From an optimization exercise on the open Yosys and OpenROAD flow, aimed at small area, a short achievable clock period and few clock cycles per item; shortcuts taken in it are not production practice. The RTL was checked by simulation tests, not by an equivalence proof against the original design.

== the previous run ==
## taylor_cos
module taylor_cos
(
   input  logic         clock,
   input  logic         reset,
   input  logic         start,
   input  logic [W-1:0] angle_in,
   output logic         ready_out,
   output logic [W-1:0] cos_out
);
==> module taylor_cos, before the edit <==
module taylor_cos
(
   input  logic         clock,
   input  logic         reset,
   input  logic         start,
   input  logic [W-1:0] angle_in,
   output logic         ready_out,
   output logic [W-1:0] cos_out
);
   logic [4:0]  step_q;     
   logic        ready_q;
   logic [24:0] a_q;        
   logic [24:0] b_q;        
   logic        idle;
   logic        accept;
   logic [24:0] s_row;
   logic [24:0] mul_p;
   logic [3:0]  t;
   logic [24:0] acc4;
   logic [23:0] x;
   assign x = a_q[23:0];
   assign idle   = ~|step_q;
   assign accept = idle & start;
   fxp_mul u_mul (
      .a_in (a_q[23:0]),
      .b_in (b_q),
      .s_in (s_row),
      .p_c  (mul_p)
   );
   always_comb begin
      s_row = {{24{b_q[23]}} & b_q[23:0], 1'b0};
      if (step_q[1]) s_row = 25'h1ffd27d;    
      if (step_q[2]) s_row = 25'h0055555;    
      if (step_q[3]) s_row = 25'h1c00000;    
      if (step_q[4]) s_row = 25'h0800000;    
   end
   logic [4:0] c;
   assign c[0] = x >= 24'd2897;
   assign c[1] = x >= 24'd5931643;
   assign c[2] = x >= 24'd8388609;
   assign c[3] = x >= 24'd10273906;
   assign c[4] = x >= 24'd11863284;
   assign t[3] = 1'b0;
   assign t[2] = c[3];
   assign t[1] = c[1] & ~c[3];
   assign t[0] = (c[0] & ~c[1]) | (c[2] & ~c[3]) | c[4];
   assign acc4 = 25'd208 - {21'd0, t};
   always_ff @(posedge clock or posedge reset) begin
      if (reset) begin
         step_q  <= 5'd0;
         ready_q <= 1'b0;
      end else begin
         step_q <= {step_q[3:0], accept};
         if (accept)         ready_q <= 1'b0;
         else if (step_q[4]) ready_q <= 1'b1;
      end
   end
   always_ff @(posedge clock) begin
      if (accept) begin
         a_q   <= {1'b0, angle_in};
         b_q   <= {1'b0, angle_in};
      end else if (step_q[0]) begin
         a_q <= acc4;
         b_q <= mul_p;
      end else if (!idle) begin
         a_q <= mul_p;
      end
   end
   assign ready_out = ready_q;
   assign cos_out   = a_q[24] ? {W{1'b0}} : a_q[W-1:0];
endmodule
export LEC_CHECK = 0
export ABC_AREA = 1
export CAP_MARGIN = 20
export CORE_MARGIN = 2
export CORE_UTILIZATION = 40
export SLEW_MARGIN = 20
export SYNTH_HIERARCHICAL = 1
create_clock -name core_clock -period 12.0 [get_ports {clock}]
standard.sh (not shown) runs the stock make flow with config.mk's settings and CLKGATE_MAP_FILE= SYNTH_SCRIPT=/design/flow/synth_recipe.tcl, a recipe that flattens the netlist after the stock synthesis.
==> flow/flow/run.sh <==
#!/bin/bash
set -euo pipefail
bash standard.sh SETUP_SLACK_MARGIN=5.5 "BUFFER_PORTS_ARGS=-buffer_cell sky130_fd_sc_hd__buf_1" finish > flow.log 2>&1
The previous run: all stages complete, timing, DRC and antenna checks passed
Testbench counts of the previous run, summed over its fixed seeds: cycles 3,072, items 512.
For the current run, these inputs were changed with respect to the previous run:
--- a/flow/design.v
+++ b/flow/design.v
@@ -2262,22 +2262,22 @@
    output logic [W-1:0] cos_out
 );
    logic [4:0]  step_q;     
    logic        ready_q;
-   logic [24:0] a_q;        
+   logic [23:0] a_q;        
    logic [24:0] b_q;        
    logic        idle;
    logic        accept;
    logic [24:0] s_row;
    logic [24:0] mul_p;
    logic [3:0]  t;
    logic [24:0] acc4;
    logic [23:0] x;
-   assign x = a_q[23:0];
+   assign x = a_q;
    assign idle   = ~|step_q;
    assign accept = idle & start;
    fxp_mul u_mul (
-      .a_in (a_q[23:0]),
+      .a_in (a_q),
       .b_in (b_q),
       .s_in (s_row),
       .p_c  (mul_p)
    );
@@ -2287,18 +2287,17 @@
       if (step_q[2]) s_row = 25'h0055555;    
       if (step_q[3]) s_row = 25'h1c00000;    
       if (step_q[4]) s_row = 25'h0800000;    
    end
-   logic [4:0] c;
-   assign c[0] = x >= 24'd2897;
+   logic [4:1] c;
    assign c[1] = x >= 24'd5931643;
    assign c[2] = x >= 24'd8388609;
    assign c[3] = x >= 24'd10273906;
    assign c[4] = x >= 24'd11863284;
    assign t[3] = 1'b0;
    assign t[2] = c[3];
    assign t[1] = c[1] & ~c[3];
-   assign t[0] = (c[0] & ~c[1]) | (c[2] & ~c[3]) | c[4];
+   assign t[0] = ~c[1] | (c[2] & ~c[3]) | c[4];
    assign acc4 = 25'd208 - {21'd0, t};
    always_ff @(posedge clock or posedge reset) begin
       if (reset) begin
          step_q  <= 5'd0;
@@ -2310,16 +2309,16 @@
       end
    end
    always_ff @(posedge clock) begin
       if (accept) begin
-         a_q   <= {1'b0, angle_in};
+         a_q   <= angle_in;
          b_q   <= {1'b0, angle_in};
       end else if (step_q[0]) begin
-         a_q <= acc4;
+         a_q <= acc4[23:0];
          b_q <= mul_p;
       end else if (!idle) begin
-         a_q <= mul_p;
+         a_q <= mul_p[23:0];
       end
    end
    assign ready_out = ready_q;
-   assign cos_out   = a_q[24] ? {W{1'b0}} : a_q[W-1:0];
+   assign cos_out   = (a_q[23] & a_q[22]) ? {W{1'b0}} : a_q;
 endmodule
Findings:
Cell at the slowest stage of the critical path: sky130_fd_sc_hd__clkinvlp_2 -> the current run, sky130_fd_sc_hd__inv_1 -> the previous run
Compare the previous run and the current run | required time of the critical path lower: the current run
Compared the previous run against the current run; number of vias per cell after detailed routing within noise.
Between the current run and the previous run, the number of hold-slack violations in the final timing report figures differ only marginally.
Changes observed in the current run relative to the previous run: ratio of final minimum period to clock period went up by 0.20 points; proportion of layout cells with a drive suffix above 1 went up by 1.2 points; worst relative slew slack went up by 5.2 points.
Testbench counts of the current run, summed over its fixed seeds: cycles 3,072, items 512.

==> separate check: timing with driven ports <==
The flow's constraints put no driver on any port. The routed layouts listed below were extracted and timed again, unchanged, in two steps. Step 1, drivers: a clkbuf_16 drives clock and a buf_2 each remaining input, both assumed. Step 2 also shifts input and output timing later by t, the mid clock arrival at the registers, as if the neighbouring blocks saw the same clock. Three values: ideal ports, drivers, drivers and shift; two values: the first two.
run | t, ns | setup slack, ns | worst hold slack (ns)
the previous run | 0.363 | 5.726 / 5.726 / 5.726 | 0.442 / 0.442 / 0.442
the current run | 0.368 | 5.702 / 5.702 / 5.702 | 0.445 / 0.445 / 0.445
After both steps every run listed still meets setup and hold.
